Context: an optimization exercise on an open-source flow, tuned for small area and a short achievable clock period. The choices shown serve that exercise and are no tape-out recipe. Only simulation tests tie the RTL to the original design; equivalence was not proved.

$ cat flow/design.v
`default_nettype none
package md_sched_pkg;
  typedef enum logic [2:0] {
    MD_NONE  = 3'd0,
    MD_MULT  = 3'd1,
    MD_MULTU = 3'd2,
    MD_DIV   = 3'd3,
    MD_DIVU  = 3'd4,
    MD_MTHI  = 3'd5,
    MD_MTLO  = 3'd6
  } md_op_e;
  localparam int DEF_MULT_CYCLES = 5;
  localparam int DEF_DIV_CYCLES  = 10;
endpackage
`default_nettype wire
`default_nettype none
module md_arith (
  input  logic [34:0] x,
  input  logic [32:0] m,
  input  logic        one,
  input  logic        two,
  input  logic        neg,
  output logic [34:0] s
);
  logic [34:0] w_m1;
  logic [34:0] w_m2;
  logic [34:0] w_y;
  logic [35:0] w_c;
  always_comb begin
    w_m1 = {{2{m[32]}}, m};
    w_m2 = {m[32], m, 1'b0};
    w_y  = ((w_m1 & {35{one}}) | (w_m2 & {35{two}})) ^ {35{neg}};
    w_c[0] = neg;
    for (int i = 0; i < 35; i++) begin
      s[i]     = x[i] ^ w_y[i] ^ w_c[i];
      w_c[i+1] = (x[i] & w_y[i]) | (x[i] & w_c[i]) | (w_y[i] & w_c[i]);
    end
  end
endmodule
`default_nettype wire
`default_nettype none
module md_sched #(
  parameter int MULT_CYCLES = md_sched_pkg::DEF_MULT_CYCLES,
  parameter int DIV_CYCLES  = md_sched_pkg::DEF_DIV_CYCLES,
  parameter int CNT_W       = 4
) (
  input  logic        clk,
  input  logic        reset,
  input  logic        E_valid,
  input  logic [2:0]  E_md_op,
  input  logic [31:0] E_rs,
  input  logic [31:0] E_rt,
  input  logic        D_is_md,
  output logic        start,
  output logic        busy,
  output logic        md_stall,
  output logic [31:0] hi,
  output logic [31:0] lo
);
  localparam logic [CNT_W-1:0] C_MULT_CNT = CNT_W'(MULT_CYCLES);
  localparam logic [CNT_W-1:0] C_DIV_CNT  = CNT_W'(DIV_CYCLES);
  localparam logic [CNT_W-1:0] C_CNT_ONE  = CNT_W'(1);
  logic [CNT_W-1:0] r_cnt;
  logic             r_div;     
  logic             r_sgn;     
  logic             r_an;      
  logic             r_pb;      
  logic [33:0]      r_r;       
  logic [35:0]      r_a;       
  logic [31:0]      r_b;       
  logic [31:0]      r_hi;
  logic [31:0]      r_lo;
  logic             w_is_launch_op;
  logic             w_is_div_op;
  logic             w_is_sgn_op;
  logic             w_mthi;
  logic             w_mtlo;
  logic             w_last;
  logic [32:0]      w_m;
  logic             w_sd;
  logic [34:0]      w_x   [4];
  logic [34:0]      w_s   [4];
  logic             w_one [4];
  logic             w_two [4];
  logic             w_neg [4];
  logic             w_rz;
  logic             w_sz;
  logic             w_use_s;
  logic             w_bz;
  logic [31:0]      w_rem;
  logic [30:0]      w_qinc;
  logic [31:0]      w_quo;
  genvar g;
  generate
    for (g = 0; g < 4; g++) begin : g_stage
      md_arith u_arith (
        .x   (w_x[g]),
        .m   (w_m),
        .one (w_one[g]),
        .two (w_two[g]),
        .neg (w_neg[g]),
        .s   (w_s[g])
      );
    end
  endgenerate
  always_comb begin
    w_is_div_op    = (E_md_op == md_sched_pkg::MD_DIV) || (E_md_op == md_sched_pkg::MD_DIVU);
    w_is_sgn_op    = (E_md_op == md_sched_pkg::MD_MULT) || (E_md_op == md_sched_pkg::MD_DIV);
    w_is_launch_op = (E_md_op == md_sched_pkg::MD_MULT) || (E_md_op == md_sched_pkg::MD_MULTU) || w_is_div_op;
    busy           = (r_cnt != '0);
    start          = E_valid && w_is_launch_op && !busy;
    w_mthi         = E_valid && (E_md_op == md_sched_pkg::MD_MTHI) && !busy;
    w_mtlo         = E_valid && (E_md_op == md_sched_pkg::MD_MTLO) && !busy;
    w_last         = (r_cnt == C_CNT_ONE);
    md_stall       = D_is_md && (start || busy);
  end
  always_comb begin
    w_sd = r_sgn & r_b[31];
    w_m  = {w_sd, r_b};
    if (r_div && !w_last) begin
      w_x[0] = {r_r, r_a[35]};
    end else begin
      w_x[0] = {r_r[33], r_r};
    end
    if (r_div) begin
      w_one[0] = 1'b1;
      w_two[0] = 1'b0;
      w_neg[0] = (r_r[33] == w_sd);
    end else if (w_last) begin
      w_one[0] = ~r_sgn & r_an;
      w_two[0] = 1'b0;
      w_neg[0] = 1'b0;
    end else begin
      w_one[0] = r_a[0] ^ r_pb;
      w_two[0] = (r_a[1] & ~r_a[0] & ~r_pb) | (~r_a[1] & r_a[0] & r_pb);
      w_neg[0] = r_a[1];
    end
    for (int k = 1; k < 4; k++) begin
      if (r_div) begin
        w_x[k]   = {w_s[k-1][33:0], r_a[35-k]};
        w_one[k] = 1'b1;
        w_two[k] = 1'b0;
        w_neg[k] = (w_s[k-1][34] == w_sd);
      end else begin
        w_x[k]   = {{2{w_s[k-1][34]}}, w_s[k-1][34:2]};
        w_one[k] = r_a[2*k] ^ r_a[2*k-1];
        w_two[k] = (r_a[2*k+1] & ~r_a[2*k] & ~r_a[2*k-1]) | (~r_a[2*k+1] & r_a[2*k] & r_a[2*k-1]);
        w_neg[k] = r_a[2*k+1];
      end
    end
    w_rz    = (r_r == '0);
    w_sz    = (w_s[0] == '0);
    w_use_s = (~w_rz & (r_r[33] != (r_sgn & r_an))) | w_sz;
    w_rem   = w_use_s ? w_s[0][31:0] : r_r[31:0];
    w_qinc  = r_a[30:0] + {30'd0, w_use_s & w_neg[0]};
    w_quo   = {w_qinc, ~w_use_s};
    w_bz    = (r_b == '0);
  end
  always_ff @(posedge clk) begin
    if (reset) begin
      r_cnt <= '0;
      r_hi  <= 32'd0;
      r_lo  <= 32'd0;
    end else begin
      if (start) begin
        r_cnt <= w_is_div_op ? C_DIV_CNT : C_MULT_CNT;
      end else if (busy) begin
        r_cnt <= r_cnt - C_CNT_ONE;
      end
      if (w_last) begin
        if (r_div) begin
          if (!w_bz) begin
            r_hi <= w_rem;
            r_lo <= w_quo;
          end
        end else begin
          r_hi <= w_s[0][31:0];
          r_lo <= r_a[31:0];
        end
      end else begin
        if (w_mthi) begin
          r_hi <= E_rs;
        end
        if (w_mtlo) begin
          r_lo <= E_rs;
        end
      end
    end
  end
  always_ff @(posedge clk) begin
    if (start) begin
      r_div <= w_is_div_op;
      r_sgn <= w_is_sgn_op;
      r_an  <= E_rs[31];
      r_pb  <= 1'b0;
      r_b   <= E_rt;
      r_a   <= {{4{w_is_sgn_op & E_rs[31]}}, E_rs};
      r_r   <= {34{w_is_div_op & w_is_sgn_op & E_rs[31]}};
    end else begin
      r_pb <= r_a[7];
      if (r_div) begin
        r_a <= {r_a[31:0], w_neg[0], w_neg[1], w_neg[2], w_neg[3]};
        r_r <= w_s[3][33:0];
      end else begin
        r_a <= {r_a[31:28], w_s[3][1:0], w_s[2][1:0], w_s[1][1:0], w_s[0][1:0], r_a[31:8]};
        r_r <= {w_s[3][34], w_s[3][34:2]};
      end
    end
  end
  assign hi = r_hi;
  assign lo = r_lo;
endmodule
`default_nettype wire
$ cat flow/run.sh
#!/bin/bash
# synth_recipe.tcl (not shown) runs the flow's synth.tcl, then flattens the netlist and writes it again
# the make line also repeats each setting of config.mk as NAME=value (left out here)
make -C /OpenROAD-flow-scripts/flow DESIGN_CONFIG=/design/flow/config.mk WORK_HOME=/design/flow/orfs CLKGATE_MAP_FILE= SYNTH_SCRIPT=/design/flow/synth_recipe.tcl finish
$ cat flow/config.mk
export PLATFORM = sky130hd
export DESIGN_NAME = md_sched
export DESIGN_NICKNAME = md_sched
export VERILOG_FILES = /design/flow/design.v
export SDC_FILE = /design/flow/constraint.sdc
export NUM_CORES = 4
export LEC_CHECK = 0
export CAP_MARGIN = 20
export CORE_MARGIN = 2
export CORE_UTILIZATION = 40
export SETUP_SLACK_MARGIN = 5
export SLEW_MARGIN = 20
$ cat flow/constraint.sdc
create_clock -name core_clock -period 120.0 [get_ports {clk}]
set_input_delay 24.0000 -clock core_clock [delete_from_list [all_inputs] [get_ports {clk}]]
set_output_delay 24.0000 -clock core_clock [all_outputs]
set_load 0.01 [all_outputs]
==> impl_metrics.yaml, run 1 <==
routing:
  via_count: 13756
  avgViaCountPerCell: 5.78
  dr.pass1.iters: 5
  drt_iter0_markers: 1150
  wl_per_cell_um: 22.2
  wl_mm: 52.7
  drc_errors: 0
  ant_nets: 0
grt:
  grt_pass1_vias: 12954
  overflow: 0
  grt_pass1_wl_mm: 78.7
  grt_antenna_before_repair: 1
  grtUsageTotal: 0.248
  grt_max_degree: 110
finish:
  fillers: 3982
  drive_above_1_share: 0.0839
  area_growth_pct: 12.7
  antenna_cells: 0
  fin_nets: 2045
  fin_area_um2: 18600
min_path:
  holdPathEnd: "r_hi[17]"
  hp-start: "r_hi[17]"
  hold_depth: 2
  hp-class: "reg2reg"
clock_tree:
  cts_sinks: 174
  clockRootBuffer: "clkbuf_16"
  htreeDepth: 4
  ctsHoldBuffers: 0
  clk_path_buf_depth: 2
  post_cts_buffers: 0
  clk_latency_ns: 0.50
  cts_resized: 0
  cts_tree: "yes"
  clkTransAtPathRegs_ns: 0.07
  cts_made_buffers: 17
synth:
  yosysTopAreaCell: "dfxtp_1"
  synthCells: 1836
  synth-main-ff-cell: "dfxtp_1"
  synth_edf_count: 35
  synth_top_area_share: 0.169
  synthTopCellsByArea: "dfxtp_1, fa_1, mux2i_1"
  syn_area_um2: 16500
  syn_avg_cell_area_um2: 8.98
  async_flop_share: 0
  yosysMostFrequentCell: "nand2_1"
  seq_area_frac_synth: 0.233
  ys_top_cells_by_count: "nand2_1, xnor2_1, mux2i_1"
  synth_cell_types: 68
  synth_seq_cells: 174
  synth_fp_nets: 2047
  yosysWarnings: 11
timing:
  fin_crit_sh: 0.570
  hold_violations: 0
  min_period_ns: 68.39
  whs_ns: 0.453
  rsz0062_at_grt: "no"
  fin_skew_ns: 0.0217
  fin_setup_tns_ns: 0
  finalSetupViolCount: 0
  finalMaxSlewViolations: 0
  max_freq_ghz: 0.0146
  tightest_slew_ns: 1.02
  relSlewSlack: 0.315
  worst_slack_ns: 51.61
setup_path:
  crit_slowest_cell: "buf_4"
  r2r-start: "r_cnt[1]"
  cp_max_fo: 109
  critPathKind: "reg2reg"
  endpoint_kind: "flop"
  critPathMostFrequentCell: "fa_1"
  r2r-end: "r_r[32]"
  critPathMaxStageDelay_ns: 0.84
  cp.required_ns: 120.39
  critPathLaunchType: "flop"
  r2r_slack_ns: 51.61
  reg2reg_depth: 162
  crit_arrival_ns: 68.77
place:
  post-dp-hpwl_mm: 40.3
  dp_slack_ns: 51.23
  port_buffers: 137
  place_congestion: 0.914
  placed_cell_area_um2: 18000
run:
  max-cap-violations: 0
floorplan:
  fp.dieArea_um2: 42800
  io_pins: 138
  dieHeight_um: 207
  die_w_um: 207
  core-area_um2: 40700
  start_util: 0.405
  rows: 74
run_status:
  status: "timing/DRC/antenna clean"
-- area by class of cell --
class	instances	area (um2)	area share
clock inverters	13	121	0.00653
flip-flops and latches	174	3830	0.206
inverters	20	77.6	0.00418
multi-input cells	1452	11800	0.636
well taps	532	666	0.0358
clock buffers	19	443	0.0238
repair buffers	169	1610	0.0867
-- critical path: cells and delay by family (launching register included) --
family	cells	cell delay (ns)
adders and majority gates	133	61.19
xor gates and xnor gates	11	2.56
AOI/OAI and AO/OA	7	1.09
and+or+nand+nor	3	0.63
DFF	1	0.33
buffers and inverters	8	2.37
-- per-stage QoR --
step,instances,util
finish,2379,0.456
global placement,2347,0.442
global route,2379,0.456
detailed placement,2347,0.442
floorplan,1836,-
CTS,2379,0.456
-- registers in the layout, indices dropped and copies added (netlist names) --
register,count
r_b,32
r_r,34
r_sgn,1
r_lo,32
r_div,1
r_pb,1
r_hi,32
r_cnt,4
r_a,36
r_an,1
-- cells in the final DEF (no fill, tap or decap), drive strengths merged, types with 4 or more instances in the layout --
cell type,synthesis,layout
or2,5,5
o21ai,171,171
nand2,179,179
o211ai,9,9
edfxtp,35,35
xor2,46,46
nand3b,6,6
nor2,88,88
clkdlybuf4s50,0,137
o22ai,5,5
a311oi,6,6
clkbuf,132,19
nor3,39,39
a21oi,44,44
dfxtp,139,139
nand3,18,18
or3b,4,4
o31ai,7,7
nor4,20,20
a22oi,124,124
nor2b,5,5
nor3b,9,9
a311o,4,4
and3,5,5
fa,132,132
inv,19,29
nand4,16,16
a31oi,5,5
mux2i,152,152
a21o,10,10
and2,5,5
a211oi,44,44
ha,8,8
buf,58,32
mux2,57,57
xnor2,161,161
or3,10,10
nand2b,28,28
-- per-layer routing --
metal | routed length (um) | vias to the layer above | GRT usage
li1 | - | 6475 | -
met1 | 24000 | 6608 | 0.352
met2 | 22700 | 604 | 0.367
met3 | 4510 | 69 | 0.0545
met4 | 1460 | 0 | 0.0935
met5 | 0 | - | 0
-- worst max path at each step --
stage                     startpoint  endpoint  slack (ns)
after floorplan             r_cnt[1]   r_r[32]       54.64
after global placement      r_cnt[1]   r_r[32]       51.83
after detailed placement    r_cnt[1]   r_r[32]       51.23
after CTS                   r_cnt[1]   r_r[32]       51.18
after global routing        r_cnt[1]   r_r[32]       49.13
final                       r_cnt[1]   r_r[32]       51.61
-- cells by family after synthesis --
logic type,Yosys count,share of synthesized area
AOI/OAI and AO/OA,451,0.176
xor gates and xnor gates,209,0.113
adders and majority gates,140,0.166
buffers and inverters,210,0.0534
DFF,174,0.233
muxes,209,0.131
and+or+nand+nor,443,0.127
==> run 2, diff against run 1 <==
--- a/flow/design.v
+++ b/flow/design.v
@@ -16,3 +16,6 @@
 `default_nettype none
-module md_arith (
+module md_arith #(
+  parameter int SPLIT = 20,   
+  parameter bit CSUM  = 0     
+) (
   input  logic [34:0] x,
@@ -22,3 +25,4 @@
   input  logic        neg,
-  output logic [34:0] s
+  output logic [34:0] s,
+  output logic        sg
 );
@@ -28,2 +32,4 @@
   logic [35:0] w_c;
+  logic [35:0] w_k0;
+  logic [35:0] w_k1;
   always_comb begin
@@ -36,2 +42,16 @@
       w_c[i+1] = (x[i] & w_y[i]) | (x[i] & w_c[i]) | (w_y[i] & w_c[i]);
+    end
+    w_k0 = '0;
+    w_k1 = '0;
+    w_k0[SPLIT] = 1'b0;
+    w_k1[SPLIT] = 1'b1;
+    for (int i = SPLIT; i < 35; i++) begin
+      w_k0[i+1] = (x[i] & w_y[i]) | (x[i] & w_k0[i]) | (w_y[i] & w_k0[i]);
+      w_k1[i+1] = (x[i] & w_y[i]) | (x[i] & w_k1[i]) | (w_y[i] & w_k1[i]);
+    end
+    sg = x[32] ^ w_y[32] ^ (w_c[SPLIT] ? w_k1[32] : w_k0[32]);
+    if (CSUM) begin
+      for (int i = SPLIT; i < 35; i++) begin
+        s[i] = x[i] ^ w_y[i] ^ (w_c[SPLIT] ? w_k1[i] : w_k0[i]);
+      end
     end
@@ -67,3 +87,4 @@
   logic             r_pb;      
-  logic [33:0]      r_r;       
+  logic             r_last;    
+  logic [32:0]      r_r;       
   logic [35:0]      r_a;       
@@ -85,2 +106,3 @@
   logic             w_neg [4];
+  logic             w_sg  [4];
   logic             w_rz;
@@ -95,3 +117,6 @@
     for (g = 0; g < 4; g++) begin : g_stage
-      md_arith u_arith (
+      md_arith #(
+        .SPLIT (16),
+        .CSUM  (1'b0)
+      ) u_arith (
         .x   (w_x[g]),
@@ -101,3 +126,4 @@
         .neg (w_neg[g]),
-        .s   (w_s[g])
+        .s   (w_s[g]),
+        .sg  (w_sg[g])
       );
@@ -113,3 +139,3 @@
     w_mtlo         = E_valid && (E_md_op == md_sched_pkg::MD_MTLO) && !busy;
-    w_last         = (r_cnt == C_CNT_ONE);
+    w_last         = r_last;
     md_stall       = D_is_md && (start || busy);
@@ -120,5 +146,5 @@
     if (r_div && !w_last) begin
-      w_x[0] = {r_r, r_a[35]};
-    end else begin
-      w_x[0] = {r_r[33], r_r};
+      w_x[0] = {r_r[32], r_r, r_a[35]};
+    end else begin
+      w_x[0] = {{2{r_r[32]}}, r_r};
     end
@@ -127,3 +153,3 @@
       w_two[0] = 1'b0;
-      w_neg[0] = (r_r[33] == w_sd);
+      w_neg[0] = (r_r[32] == w_sd);
     end else if (w_last) begin
@@ -142,3 +168,3 @@
         w_two[k] = 1'b0;
-        w_neg[k] = (w_s[k-1][34] == w_sd);
+        w_neg[k] = (w_sg[k-1] == w_sd);
       end else begin
@@ -152,3 +178,3 @@
     w_sz    = (w_s[0] == '0);
-    w_use_s = (~w_rz & (r_r[33] != (r_sgn & r_an))) | w_sz;
+    w_use_s = (~w_rz & (r_r[32] != (r_sgn & r_an))) | w_sz;
     w_rem   = w_use_s ? w_s[0][31:0] : r_r[31:0];
@@ -160,4 +186,5 @@
     if (reset) begin
-      r_cnt <= '0;
-      r_hi  <= 32'd0;
+      r_cnt  <= '0;
+      r_last <= 1'b0;
+      r_hi   <= 32'd0;
       r_lo  <= 32'd0;
@@ -169,2 +196,3 @@
       end
+      r_last <= busy && (r_cnt == 2);
       if (w_last) begin
@@ -190,3 +218,3 @@
   always_ff @(posedge clk) begin
-    if (start) begin
+    if (!busy) begin
       r_div <= w_is_div_op;
@@ -197,3 +225,3 @@
       r_a   <= {{4{w_is_sgn_op & E_rs[31]}}, E_rs};
-      r_r   <= {34{w_is_div_op & w_is_sgn_op & E_rs[31]}};
+      r_r   <= {33{w_is_div_op & w_is_sgn_op & E_rs[31]}};
     end else begin
@@ -202,6 +230,6 @@
         r_a <= {r_a[31:0], w_neg[0], w_neg[1], w_neg[2], w_neg[3]};
-        r_r <= w_s[3][33:0];
+        r_r <= w_s[3][32:0];
       end else begin
         r_a <= {r_a[31:28], w_s[3][1:0], w_s[2][1:0], w_s[1][1:0], w_s[0][1:0], r_a[31:8]};
-        r_r <= {w_s[3][34], w_s[3][34:2]};
+        r_r <= w_s[3][34:2];
       end
==> impl_metrics.yaml, run 2 <==
synth:
  synthCells: 2005
  synth_edf_count: 35
  yosysTopAreaCell: "dfxtp_1"
  synth-main-ff-cell: "dfxtp_1"
  syn_avg_cell_area_um2: 8.85
  synth-simple-area-share: 0.127
  synthMuxAreaShare: 0.128
  ys_top_cells_by_count: "nor2_1, mux2i_1, dfxtp_1"
  yosysWarnings: 12
  syn_area_um2: 17700
  synth_seq_cells: 174
  yosysMostFrequentCell: "nor2_1"
  synthTopCellsByArea: "dfxtp_1, fa_1, mux2i_1"
  synth_fa_ha_area_frac: 0.193
  synthXorXnorAreaFrac: 0.0892
  seq_area_frac_synth: 0.216
  synth_cell_types: 87
  synth_top_family_by_area: "adder cells"
  synth_top_area_share: 0.157
  async_flop_share: 0
  synth_compound_area_frac: 0.190
  synth_fp_nets: 2270
routing:
  wl_per_cell_um: 22.6
  drc_errors: 0
  via_count: 15307
  wl_mm: 59.3
  ant_nets: 0
  avgViaCountPerCell: 5.85
  drt_iter0_markers: 1248
  dr.pass1.iters: 8
grt:
  grt_antenna_before_repair: 2
  grt_pass1_wl_mm: 90.5
  grt_max_degree: 143
  grtUsageTotal: 0.257
  grt_pass1_vias: 14878
  overflow: 0
setup_path:
  critPathMostFrequentCell: "clkdlybuf4s50_1"
  crit_buf_inv: 2
  crit_arrival_ns: 25.81
  crit_path_end: "md_stall"
  cp_top_family: "buffers and inverters"
  reg2reg_depth: 119
  worstSetupStartpoint: "E_md_op[1]"
  r2r-start: "r_div"
  critPathMaxStageDelay_ns: 0.57
  path_depth: 6
  cp.required_ns: 96.00
  endpoint_kind: "output pin"
  crit_slowest_cell: "clkdlybuf4s50_1"
  cp_max_fo: 5
  cp_cell_sequence: "clkdlybuf4s50_1 > nor2_1 > xnor2_1 > nand2_1 > a21boi_0 > clkdlybuf4s50_1"
  critPathLaunchType: "primary input"
  r2r_slack_ns: 76.11
  critPathKind: "in2out"
  r2r-end: "r_r[32]"
clock_tree:
  htreeDepth: 4
  post_cts_buffers: 0
  cts_resized: 0
  cts_sinks: 174
  clk_path_buf_depth: 2
  clk_latency_ns: 0.51
  cts_tree: "yes"
  clockRootBuffer: "clkbuf_16"
  cts_made_buffers: 17
  clkTransAtPathRegs_ns: 0.08
  ctsHoldBuffers: 0
floorplan:
  core-area_um2: 44000
  rows: 77
  fp.dieArea_um2: 46000
  dieHeight_um: 215
  start_util: 0.403
  die_w_um: 215
  io_pins: 138
finish:
  mostFrequentLayoutCells: "nor2_1, mux2i_1, dfxtp_1"
  largest_reg_flops: 36
  fin_nets: 2278
  drive_above_1_share: 0.0755
  top_register: "r_a"
  antenna_cells: 0
  layout_commonest_cell: "nor2_1"
  area_growth_pct: 12.9
  reg_top3: "r_a: 36 flops, r_r: 33 flops"
timing:
  min_period_ns: 49.81
  tightest_slew_ns: 1.05
  finalSetupViolCount: 0
  fin_setup_tns_ns: 0
  worst_slack_ns: 70.19
  hold_violations: 0
  rsz0062_at_grt: "no"
  fin_crit_sh: 0.415
  fin_skew_ns: 0.0169
  relSlewSlack: 0.298
  max_freq_ghz: 0.0201
  finalMaxSlewViolations: 0
place:
  place_congestion: 0.975
  port_buffers: 137
  dp_slack_ns: 70.22
  post-dp-hpwl_mm: 44.5
run:
  max-cap-violations: 0
run_status:
  status: "timing/DRC/antenna clean"
min_path:
  hp-class: "reg2reg"
[run 2: logic make-up (layout without fill, tap and decap cells)]
logic type,count (synthesis),count (layout)
adders and majority gates,194,194
xor gates and xnor gates,178,178
and+or+nand+nor,483,483
buffers and inverters,254,275
AOI/OAI and AO/OA,503,503
muxes,219,219
DFF,174,174
[run 2: area by class of cell]
type | count | area (um2)
Clock buffer | 17 | 425
Sequential cell | 174 | 3840
Multi-Input combinational cell | 1577 | 12900
Fill cell | 4268 | 24000
Timing Repair Buffer | 161 | 1570
Clock inverter | 15 | 198
Tap cell | 592 | 741
Inverter | 82 | 310
[run 2: worst min-delay path by stage]
stage | endpoint | slack, ns | startpoint | depth (start not counted)
final | r_hi[13] | 0.50 | r_hi[13] | 2
after detailed placement | r_hi[13] | 0.48 | r_hi[13] | 2
after global placement | r_hi[21] | 0.47 | r_hi[21] | 2
after global routing | r_lo[28] | 0.52 | r_lo[28] | 2
after floorplan | r_a[35] | 0.45 | r_a[31] | 1
after CTS | r_hi[13] | 0.50 | r_hi[13] | 2
[run 2: worst reg2reg max path: cells and delay by family (launching register included)]
kind / cells / cell delay [ns]
compound gates: 22 / 5.52
xor+xnor: 5 / 1.18
fa+ha+maj: 78 / 33.46
buf+inv: 6 / 1.71
flops: 1 / 0.32
mux: 3 / 0.78
simple gates: 5 / 0.87
[run 2: routing by layer]
metal  part of all wire  wire length [um]  track usage  vias to the layer above
li1                   -                 -            -                     7114
met1               0.44             26300        0.354                     7395
met2               0.45             26400        0.399                      673
met3              0.077              4550       0.0484                      123
met4              0.035              2060        0.100                        2
met5            0.00013                 8            0                        -
[run 2: metrics by stage]
step / area [um2] / hold WS, ns / util / instances
finish: 20000 / 0.499 / 0.455 / 2618
global route: 20000 / 0.521 / 0.455 / 2618
CTS: 20000 / 0.500 / 0.454 / 2617
detailed placement: 19400 / 0.481 / 0.440 / 2585
global placement: 19400 / 0.474 / 0.440 / 2585
floorplan: 17700 / 0.449 / - / 2005
==> run 3, diff against run 2 <==
--- a/flow/design.v
+++ b/flow/design.v
@@ -145,10 +145,6 @@
     w_m  = {w_sd, r_b};
-    if (r_div && !w_last) begin
-      w_x[0] = {r_r[32], r_r, r_a[35]};
-    end else begin
-      w_x[0] = {{2{r_r[32]}}, r_r};
-    end
+    w_x[0] = {r_r[32], r_r, r_a[35]};
     if (r_div) begin
-      w_one[0] = 1'b1;
-      w_two[0] = 1'b0;
+      w_one[0] = ~w_last;
+      w_two[0] = w_last;
       w_neg[0] = (r_r[32] == w_sd);
@@ -177,5 +173,5 @@
     w_rz    = (r_r == '0);
-    w_sz    = (w_s[0] == '0);
+    w_sz    = (w_s[0][34:1] == '0);
     w_use_s = (~w_rz & (r_r[32] != (r_sgn & r_an))) | w_sz;
-    w_rem   = w_use_s ? w_s[0][31:0] : r_r[31:0];
+    w_rem   = w_use_s ? w_s[0][32:1] : r_r[31:0];
     w_qinc  = r_a[30:0] + {30'd0, w_use_s & w_neg[0]};
@@ -224,3 +220,3 @@
       r_b   <= E_rt;
-      r_a   <= {{4{w_is_sgn_op & E_rs[31]}}, E_rs};
+      r_a   <= {{4{w_is_div_op & w_is_sgn_op & E_rs[31]}}, E_rs};
       r_r   <= {33{w_is_div_op & w_is_sgn_op & E_rs[31]}};
@@ -232,4 +228,4 @@
       end else begin
-        r_a <= {r_a[31:28], w_s[3][1:0], w_s[2][1:0], w_s[1][1:0], w_s[0][1:0], r_a[31:8]};
-        r_r <= w_s[3][34:2];
+        r_a <= {w_s[3][2], r_a[30:28], w_s[3][1:0], w_s[2][1:0], w_s[1][1:0], w_s[0][1:0], r_a[31:8]};
+        r_r <= {w_s[3][34], w_s[3][34:3]};
       end
--- a/flow/config.mk
+++ b/flow/config.mk
@@ -7,5 +7,6 @@
 export LEC_CHECK = 0
+export ABC_AREA = 1
 export CAP_MARGIN = 20
 export CORE_MARGIN = 2
-export CORE_UTILIZATION = 40
+export CORE_UTILIZATION = 60
 export SETUP_SLACK_MARGIN = 5
==> impl_metrics.yaml, run 3 <==
synth:
  synthCells: 2334
  synth_edf_count: 35
  synth-main-ff-cell: "dfxtp_1"
  ys_top_cells_by_count: "nand2_1, inv_1, o21ai_0"
  syn_area_um2: 17200
  yosysWarnings: 12
  synth_top_area_share: 0.162
  synth_cell_types: 50
  syn_avg_cell_area_um2: 7.36
  seq_area_frac_synth: 0.223
  synth_fp_nets: 2599
  yosysTopAreaCell: "dfxtp_1"
  yosysMostFrequentCell: "nand2_1"
  async_flop_share: 0
  synth_seq_cells: 174
  synthTopCellsByArea: "dfxtp_1, fa_1, nand2_1"
timing:
  rsz0062_at_grt: "no"
  finalSetupViolCount: 0
  whs_ns: 0.511
  finalMaxSlewViolations: 0
  max_freq_ghz: 0.0199
  fin_setup_tns_ns: 0
  fin_crit_sh: 0.418
  relSlewSlack: 0.353
  min_period_ns: 50.13
  tightest_slew_ns: 0.969
  hold_violations: 0
  fin_skew_ns: 0.0137
floorplan:
  die_w_um: 173
  fp.dieArea_um2: 30000
  dieHeight_um: 173
  core-area_um2: 28000
  rows: 61
  io_pins: 138
  start_util: 0.613
setup_path:
  crit_arrival_ns: 26.13
  critPathMostFrequentCell: "inv_1"
  cp.required_ns: 96.00
  cp_max_fo: 4
  critPathKind: "in2out"
  critPathLaunchType: "primary input"
  cp_top_family: "buffers and inverters"
  cp_cell_sequence: "clkdlybuf4s50_1 > inv_1 > nor3_1 > inv_1 > nand2_1 > o21ai_0 > nand2_1 > inv_1 > nor2_1 > clkdlybuf4s50_1"
  endpoint_kind: "output pin"
  crit_slowest_cell: "clkdlybuf4s50_1"
  critPathMaxStageDelay_ns: 0.54
  crit_buf_inv: 5
routing:
  via_count: 16749
  dr.pass1.iters: 7
  wl_mm: 56.1
  ant_nets: 0
  drc_errors: 0
  wl_per_cell_um: 20.2
  drt_iter0_markers: 2366
  avgViaCountPerCell: 6.04
clock_tree:
  cts_resized: 0
  cts_made_buffers: 17
  post_cts_buffers: 0
  cts_tree: "yes"
  htreeDepth: 4
  cts_sinks: 174
  clk_latency_ns: 0.46
  clkTransAtPathRegs_ns: 0.08
  ctsHoldBuffers: 0
  clk_path_buf_depth: 2
  clockRootBuffer: "clkbuf_16"
place:
  port_buffers: 137
  placed_cells: 2741
  placed_cell_area_um2: 18700
  post-dp-hpwl_mm: 42.4
  place_congestion: 0.979
finish:
  largest_reg_flops: 36
  area_growth_pct: 12.4
  top_register: "r_a"
  regArea_um2: 3830
  drive_above_1_share: 0.0589
  fin_nets: 2647
  layout_commonest_cell: "nand2_1"
  fin_area_um2: 19300
  final_cells: 2773
  antenna_cells: 0
  fillers: 2432
  reg_top3: "r_a: 36 flops, r_r: 33 flops"
  mostFrequentLayoutCells: "nand2_1, inv_1, o21ai_0"
  multi_input_area_um2: 11600
grt:
  grt_pass1_wl_mm: 86.7
  overflow: 0
  grt_pass1_vias: 15615
  grtUsageTotal: 0.371
  grt_max_degree: 96
  grt_antenna_before_repair: 0
run_status:
  status: "timing/DRC/antenna clean"
min_path:
  hp-class: "reg2reg"
run:
  max-cap-violations: 0
[run 3: cell count changes in the layout (fill, tap and decap cells not counted), moves of 49 or more]
cell      before  now
a21oi_1      106   57
nand2_1      114  490
mux2i_1      158    4
a31oi_1        3   74
o21ai_0      119  235
inv_1         80  280
a211oi_1      63    0
mux2_2        59    0
o22ai_1        5  150
a22oi_1       88    0
xnor2_1      115   37
[run 3: worst paths after layout]
kind | start | to | slack (ns) | depth (start not counted)
setup / recovery | E_md_op[1] | md_stall | 69.87 | 10
hold / removal | r_a[6] | r_a[10] | 0.51 | 2
setup reg to reg | r_last | r_r[32] | 78.08 | 133
hold reg to reg | r_a[6] | r_a[10] | 0.51 | 2
[run 3: logic make-up (layout without fill, tap and decap cells)]
logic type      Yosys count  in the layout  share of synthesized area
fa+ha+maj               194            194                      0.200
simple gates            803            803                      0.194
compound gates          562            562                      0.188
xor+xnor                149            149                     0.0900
buf+inv                 448            509                      0.103
mux                       4              4                    0.00233
flops                   174            174                      0.223
[run 3: routing by layer]
metal | vias up | GRT usage | part of all wire
met5 | - | 0 | 0
met4 | 0 | 0.118 | 0.029
met3 | 94 | 0.0871 | 0.12
met2 | 1054 | 0.566 | 0.43
met1 | 7854 | 0.523 | 0.42
li1 | 7747 | - | -
[run 3: worst register-to-register path, delay by kind of cell (launching register included)]
family	cells	cell delay, ns
xor gates and xnor gates	5	0.92
buffers and inverters	12	1.36
AOI/OAI and AO/OA	3	0.57
DFF	1	0.31
and+or+nand+nor	31	4.30
adders and majority gates	82	34.44
[run 3: cell type report]
class                   count  area share
clock buffers              22      0.0274
clock inverters            10     0.00597
inverters                 315      0.0615
multi-input cells        1712       0.601
flip-flops and latches    174       0.199
well taps                 378      0.0245
repair buffers            162      0.0808
[run 3: through the flow]
| step | setup WS (ns) | util |
|---|---|---|
| final | 69.87 | 0.689 |
| after detailed placement | 69.89 | 0.666 |
| after global placement | 69.95 | 0.666 |
| after floorplan | 71.18 | - |
| after CTS | 69.87 | 0.689 |
| after global routing | 69.70 | 0.689 |
==> run 4, diff against run 3 <==
==> flow/flow/run.sh (new file) <==
#!/bin/bash
cp standard.sh standard.sh.txt 2>/dev/null
cp config.mk config.mk.txt 2>/dev/null
export BUFFER_PORTS_ARGS="-buffer_cell sky130_fd_sc_hd__buf_1"
bash standard.sh > standard.log 2>&1
status=$?
ls -la out > out_listing.log 2>&1
exit $status
==> flow/standard.sh (new file) <==
#!/bin/bash
# synth_recipe.tcl (not shown) runs the flow's synth.tcl, then flattens the netlist and writes it again
# the make line also repeats each setting of config.mk as NAME=value (left out here)
make -C /OpenROAD-flow-scripts/flow DESIGN_CONFIG=/design/flow/config.mk WORK_HOME=/design/flow/orfs CLKGATE_MAP_FILE= SYNTH_SCRIPT=/design/flow/synth_recipe.tcl "${@:-finish}"
removed: flow/run.sh
==> impl_metrics.yaml, run 4 <==
setup_path:
  r2r_slack_ns: 78.01
  crit_slowest_cell: "nor3_1"
  critPathMostFrequentCell: "inv_1"
  crit_buf_inv: 5
  crit_arrival_ns: 25.37
  r2r-end: "r_r[31]"
  r2r-start: "r_div"
  critPathMaxStageDelay_ns: 0.32
  reg2reg_depth: 135
  critPathLaunchType: "primary input"
  path_depth: 10
  cp_max_fo: 4
  cp_top_family: "simple AND/OR/NAND/NOR gates"
  endpoint_kind: "output pin"
  critPathKind: "in2out"
  cp.required_ns: 96.00
  cp_cell_sequence: "buf_1 > inv_1 > nor3_1 > inv_1 > nand2_1 > o21ai_0 > nand2_1 > inv_1 > nor2_1 > buf_1"
min_path:
  hold_depth: 2
  hp-class: "reg2reg"
  holdPathEnd: "r_a[10]"
  hp-start: "r_a[6]"
timing:
  tightest_slew_ns: 1.11
  hold_violations: 0
  worst_slack_ns: 70.63
  rsz0062_at_grt: "no"
  max_freq_ghz: 0.0203
  fin_crit_sh: 0.411
  relSlewSlack: 0.254
  finalMaxSlewViolations: 0
  fin_skew_ns: 0.0130
  fin_setup_tns_ns: 0
  finalSetupViolCount: 0
  min_period_ns: 49.37
synth:
  synth_edf_count: 35
  synth-main-ff-cell: "dfxtp_1"
  syn_area_um2: 17200
  syn_avg_cell_area_um2: 7.36
  seq_area_frac_synth: 0.223
  synth_top_area_share: 0.162
  synthCells: 2334
  synth_cell_types: 50
  synth_fp_nets: 2599
  synthTopCellsByArea: "dfxtp_1, fa_1, nand2_1"
  async_flop_share: 0
  yosysTopAreaCell: "dfxtp_1"
  yosysWarnings: 12
  yosysMostFrequentCell: "nand2_1"
  ys_top_cells_by_count: "nand2_1, inv_1, o21ai_0"
  synth_seq_cells: 174
clock_tree:
  clk_path_buf_depth: 2
  cts_sinks: 174
  post_cts_buffers: 0
  clkTransAtPathRegs_ns: 0.08
  cts_resized: 0
  ctsHoldBuffers: 0
  cts_made_buffers: 17
  clockRootBuffer: "clkbuf_16"
  htreeDepth: 4
  cts_tree: "yes"
  clk_latency_ns: 0.47
grt:
  grtUsageTotal: 0.369
  grt_antenna_before_repair: 0
  grt_pass1_wl_mm: 86.1
  overflow: 0
  grt_pass1_vias: 15293
  grt_max_degree: 77
routing:
  ant_nets: 0
  wl_mm: 55.4
  drc_errors: 0
  via_count: 16654
  avgViaCountPerCell: 6.01
  dr.pass1.iters: 6
  wl_per_cell_um: 20.0
  drt_iter0_markers: 1995
place:
  place_congestion: 0.947
  dp_slack_ns: 70.64
  port_buffers: 137
  post-dp-hpwl_mm: 41.9
  placed_cell_area_um2: 17800
floorplan:
  fp.dieArea_um2: 30000
  core-area_um2: 28000
  dieHeight_um: 173
  start_util: 0.613
  io_pins: 138
  die_w_um: 173
  rows: 61
finish:
  top_register: "r_a"
  regArea_um2: 3830
  reg_top3: "r_a: 36 flops, r_r: 33 flops"
  largest_reg_flops: 36
  fin_area_um2: 18400
  multi_input_area_um2: 11600
  mostFrequentLayoutCells: "nand2_1, inv_1, o21ai_0"
  drive_above_1_share: 0.0589
  fillers: 2586
  area_growth_pct: 7.12
  layout_commonest_cell: "nand2_1"
  antenna_cells: 0
  fin_nets: 2647
run_status:
  status: "timing/DRC/antenna clean"
run:
  max-cap-violations: 0
-- run 4: how the worst max path moves through the flow --
| stage | start | endpoint | slack, ns |
|---|---|---|---|
| final | E_md_op[1] | md_stall | 70.63 |
| after global placement | E_md_op[1] | md_stall | 70.72 |
| after detailed placement | E_md_op[1] | md_stall | 70.64 |
| after CTS | E_md_op[1] | md_stall | 70.62 |
| after floorplan | E_md_op[1] | md_stall | 71.18 |
| after global routing | E_md_op[1] | md_stall | 70.49 |
-- run 4: cell type report --
type,count,share of cell area
flip-flops and latches,174,0.209
clock inverters,14,0.00789
well taps,378,0.0257
multi-input cells,1712,0.631
clock buffers,18,0.0245
inverters,315,0.0645
repair buffers,162,0.0382
-- run 4: worst min-delay path, delay by kind of cell, from the launching register on --
kind               cells  cell delay (ns)
and+or+nand+nor        1             0.07
AOI/OAI and AO/OA      1             0.07
DFF                    1             0.33
-- run 4: logic make-up after synthesis --
| kind of cell | synth area share |
|---|---|
| DFF | 0.223 |
| adders and majority gates | 0.200 |
| xor gates and xnor gates | 0.0900 |
| and+or+nand+nor | 0.194 |
| muxes | 0.00233 |
| buffers and inverters | 0.103 |
| AOI/OAI and AO/OA | 0.188 |
-- run 4: through the flow --
step / instances / util / hold slack, ns
CTS: 2773 / 0.657 / 0.518
detailed placement: 2741 / 0.635 / 0.498
floorplan: 2334 / - / 0.472
global route: 2773 / 0.657 / 0.544
finish: 2773 / 0.657 / 0.512
global placement: 2741 / 0.635 / 0.492
-- run 4: layer usage --
metal | GRT usage | share of wire | up-vias
met4 | 0.129 | 0.033 | 0
met1 | 0.540 | 0.43 | 7828
met3 | 0.0759 | 0.11 | 89
met5 | 0 | 0 | -
met2 | 0.542 | 0.43 | 990
li1 | - | - | 7747
==> run 5, diff against run 4 <==
--- a/flow/design.v
+++ b/flow/design.v
@@ -17,4 +17,3 @@
 module md_arith #(
-  parameter int SPLIT = 20,   
-  parameter bit CSUM  = 0     
+  parameter int SPLIT = 20    
 ) (
@@ -25,2 +24,3 @@
   input  logic        neg,
+  input  logic        dneg,    
   output logic [34:0] s,
@@ -32,4 +32,4 @@
   logic [35:0] w_c;
-  logic [35:0] w_k0;
-  logic [35:0] w_k1;
+  logic        w_gg;
+  logic        w_gp;
   always_comb begin
@@ -43,16 +43,9 @@
     end
-    w_k0 = '0;
-    w_k1 = '0;
-    w_k0[SPLIT] = 1'b0;
-    w_k1[SPLIT] = 1'b1;
-    for (int i = SPLIT; i < 35; i++) begin
-      w_k0[i+1] = (x[i] & w_y[i]) | (x[i] & w_k0[i]) | (w_y[i] & w_k0[i]);
-      w_k1[i+1] = (x[i] & w_y[i]) | (x[i] & w_k1[i]) | (w_y[i] & w_k1[i]);
-    end
-    sg = x[32] ^ w_y[32] ^ (w_c[SPLIT] ? w_k1[32] : w_k0[32]);
-    if (CSUM) begin
-      for (int i = SPLIT; i < 35; i++) begin
-        s[i] = x[i] ^ w_y[i] ^ (w_c[SPLIT] ? w_k1[i] : w_k0[i]);
-      end
-    end
+    w_gg = 1'b0;
+    w_gp = 1'b1;
+    for (int i = SPLIT; i < 32; i++) begin
+      w_gg = (x[i] & (m[i] ^ dneg)) | ((x[i] | (m[i] ^ dneg)) & w_gg);
+      w_gp = w_gp & (x[i] | (m[i] ^ dneg));
+    end
+    sg = x[32] ^ w_y[32] ^ (w_gg | (w_gp & w_c[SPLIT]));
   end
@@ -107,2 +100,3 @@
   logic             w_sg  [4];
+  logic             w_dneg[4];
   logic             w_rz;
@@ -118,4 +112,3 @@
       md_arith #(
-        .SPLIT (16),
-        .CSUM  (1'b0)
+        .SPLIT (16)
       ) u_arith (
@@ -126,2 +119,3 @@
         .neg (w_neg[g]),
+        .dneg(w_dneg[g]),
         .s   (w_s[g]),
@@ -159,3 +153,5 @@
     end
+    w_dneg[0] = (r_r[32] == w_sd);
     for (int k = 1; k < 4; k++) begin
+      w_dneg[k] = (w_sg[k-1] == w_sd);
       if (r_div) begin
--- a/flow/config.mk
+++ b/flow/config.mk
@@ -10,3 +10,5 @@
 export CORE_MARGIN = 2
-export CORE_UTILIZATION = 60
+export CORE_UTILIZATION = 70
+export CTS_BUF_LIST = sky130_fd_sc_hd__clkbuf_8
+export CTS_CLUSTER_SIZE = 12
 export SETUP_SLACK_MARGIN = 5
==> impl_metrics.yaml, run 5 <==
run_status:
  status: "timing/DRC/antenna clean"
synth:
  synth_cell_types: 46
  synthCells: 2302
  syn_avg_cell_area_um2: 7.32
  async_flop_share: 0
  seq_area_frac_synth: 0.228
  synth_fa_ha_area_frac: 0.165
  synth_top_family_by_area: "simple AND/OR/NAND/NOR gates"
  yosysMostFrequentCell: "nand2_1"
  synthXorXnorAreaFrac: 0.108
  synth_fp_nets: 2516
  synth_edf_count: 35
  synth_seq_cells: 174
  ys_top_cells_by_count: "nand2_1, inv_1, o21ai_0"
  synthMuxAreaShare: 0.00772
  synth-simple-area-share: 0.197
  yosysTopAreaCell: "dfxtp_1"
  synth-main-ff-cell: "dfxtp_1"
  synth_top_area_share: 0.165
  syn_area_um2: 16800
  synthTopCellsByArea: "dfxtp_1, fa_1, nand2_1"
  synth_compound_area_frac: 0.195
  yosysWarnings: 14
clock_tree:
  cts_sinks: 174
  cts_made_buffers: 17
  cts_tree: "yes"
  clockRootBuffer: "clkbuf_8"
  clk_latency_ns: 0.50
  ctsHoldBuffers: 0
  post_cts_buffers: 0
  clkTransAtPathRegs_ns: 0.11
  htreeDepth: 4
  cts_resized: 0
  clk_path_buf_depth: 2
finish:
  antenna_cells: 0
  final_util: 0.754
  largest_reg_flops: 36
  area_growth_pct: 5.29
  final_cells: 2660
  fin_area_um2: 17700
  fin_nets: 2542
  mostFrequentLayoutCells: "nand2_1, inv_1, o21ai_0"
  reg_top3: "r_a: 36 flops, r_r: 33 flops"
  regArea_um2: 3830
  fillers: 1878
  layout_commonest_cell: "nand2_1"
  top_register: "r_a"
  drive_above_1_share: 0.0585
  multi_input_area_um2: 11400
setup_path:
  cp_max_fo: 4
  reg2reg_depth: 127
  cp.required_ns: 96.00
  endpoint_kind: "output pin"
  critPathLaunchType: "primary input"
  r2r_slack_ns: 76.37
  critPathKind: "in2out"
  crit_arrival_ns: 25.28
  r2r-start: "r_div"
  r2r-end: "r_r[32]"
timing:
  rsz0062_at_grt: "no"
  fin_crit_sh: 0.411
  hold_violations: 0
  tightest_slew_ns: 1.16
  min_period_ns: 49.28
  finalSetupViolCount: 0
  fin_setup_tns_ns: 0
  fin_skew_ns: 0.0245
  relSlewSlack: 0.227
  finalMaxSlewViolations: 0
  max_freq_ghz: 0.0203
grt:
  grt_pass1_vias: 16276
  grt_antenna_before_repair: 1
  grt_max_degree: 141
  use_met2: 0.672
  overflow: 0
  grtUsageTotal: 0.435
  grtUsageMet3: 0.100
  use_met1: 0.571
  grt_pass1_wl_mm: 87.0
  gr-max-usage-layer: "met2"
routing:
  drc_errors: 0
  wl_per_cell_um: 20.8
  drt_iter0_markers: 2598
  ant_nets: 0
  dr.pass1.iters: 10
  avgViaCountPerCell: 6.49
  wl_mm: 55.3
  via_count: 17253
place:
  post-dp-hpwl_mm: 39.7
  placed_cells: 2628
  place_congestion: 1.01
  placed_cell_area_um2: 17300
  port_buffers: 137
min_path:
  hold_depth: 2
  holdPathEnd: "r_a[34]"
  hp-class: "reg2reg"
  hp-start: "r_a[30]"
floorplan:
  fp.dieArea_um2: 25300
  rows: 56
  io_pins: 138
  die_w_um: 159
  core-area_um2: 23500
  dieHeight_um: 159
  start_util: 0.716
run:
  max-cap-violations: 0
==> run 5: cell count changes after synthesis, sizes merged, moves of 9 or more <==
cell / before / now
mux2i: 4 / 13
o22ai: 155 / 165
inv: 286 / 256
nor2: 172 / 151
o21ai: 238 / 216
clkinv: 29 / 14
ha: 61 / 10
xnor2: 38 / 69
a21oi: 58 / 73
clkbuf: 102 / 120
==> run 5: how the worst max path moves through the flow <==
| stage | from | to | slack [ns] | cells after the start |
|---|---|---|---|---|
| floorplan | E_md_op[1] | md_stall | 71.18 | 8 |
| detailed placement | E_md_op[1] | md_stall | 70.75 | 10 |
| finish | E_md_op[1] | md_stall | 70.72 | 10 |
| global placement | E_md_op[1] | md_stall | 70.85 | 10 |
| CTS | E_md_op[1] | md_stall | 70.73 | 10 |
| global route | E_md_op[1] | md_stall | 70.57 | 10 |
==> run 5: layout make-up <==
cell class	instances	area share
clock buffer	17	0.0132
inverter	270	0.0573
timing repair buffer	160	0.0394
clock inverter	15	0.00938
sequential	174	0.216
multi-input combinational	1705	0.642
tap	319	0.0225
==> run 5: critical path: stages <==
cell and delay [ns]:
buf_1 0.09, inv_1 0.08, nor3_1 0.30, inv_1 0.10, nand2_1 0.14, o21ai_0 0.15, nand2_1 0.11, inv_1 0.07
nor2_1 0.08, buf_1 0.15
==> run 5: cell families (layout without fill, tap and decap cells) <==
family,after synthesis,count (layout)
AOI/OAI and AO/OA,574,574
xor gates and xnor gates,180,180
adders and majority gates,143,143
buffers and inverters,423,462
DFF,174,174
muxes,13,13
and+or+nand+nor,795,795
==> run 5: through the flow <==
| stage | worst slack [ns] | hold WS (ns) |
|---|---|---|
| global placement | 70.85 | 0.490 |
| CTS | 70.73 | 0.519 |
| floorplan | 71.18 | 0.456 |
| detailed placement | 70.75 | 0.484 |
| finish | 70.72 | 0.524 |
| global route | 70.57 | 0.532 |
==> run 5: metal layers <==
metal	wire length, um	share of wire	vias up
met3	7410	0.13	245
met1	20100	0.36	7975
met5	0	0	-
met2	24700	0.45	1366
met4	3170	0.057	0
li1	-	-	7667

==> separate check: timing with driven ports <==
The results above use ideal ports. As a check the final layouts listed here were re-extracted and re-timed, cells and wires unchanged. Step 1 sets driving cells, clkbuf_16 on the clock port and buf_2 on the other inputs (assumed; they add their load-dependent delay and slew). Step 2 adds t to the input delays and takes it off the output delays; t is the mean of the earliest and latest rising clock arrival at the registers after step 1. Input paths then give back, and output paths get back, about the clock's delay inside the block. Slacks: ideal / step 1 / step 2; pairs: ideal / step 1.
run | t (ns) | setup WS [ns] | latest minus earliest clock arrival (ns) | worst data-port slew with drivers (ns)
run 1 | 0.542 | 51.613 / 51.613 / 51.613 | 0.022 / 0.021 | 0.05
run 2 | 0.552 | 70.193 / 70.160 / 70.160 | 0.016 / 0.017 | 0.06
run 3 | 0.502 | 69.874 / 69.847 / 69.847 | 0.014 / 0.014 | 0.05
run 4 | 0.514 | 70.629 / 70.604 / 70.604 | 0.013 / 0.013 | 0.04
run 5 | 0.533 | 70.722 / 70.690 / 70.690 | 0.025 / 0.024 | 0.06
After both steps setup and hold are still met in every run listed. For run 2, which loses most, drivers alone change the setup slack by -0.033 ns; drivers and shift together by -0.033 ns.
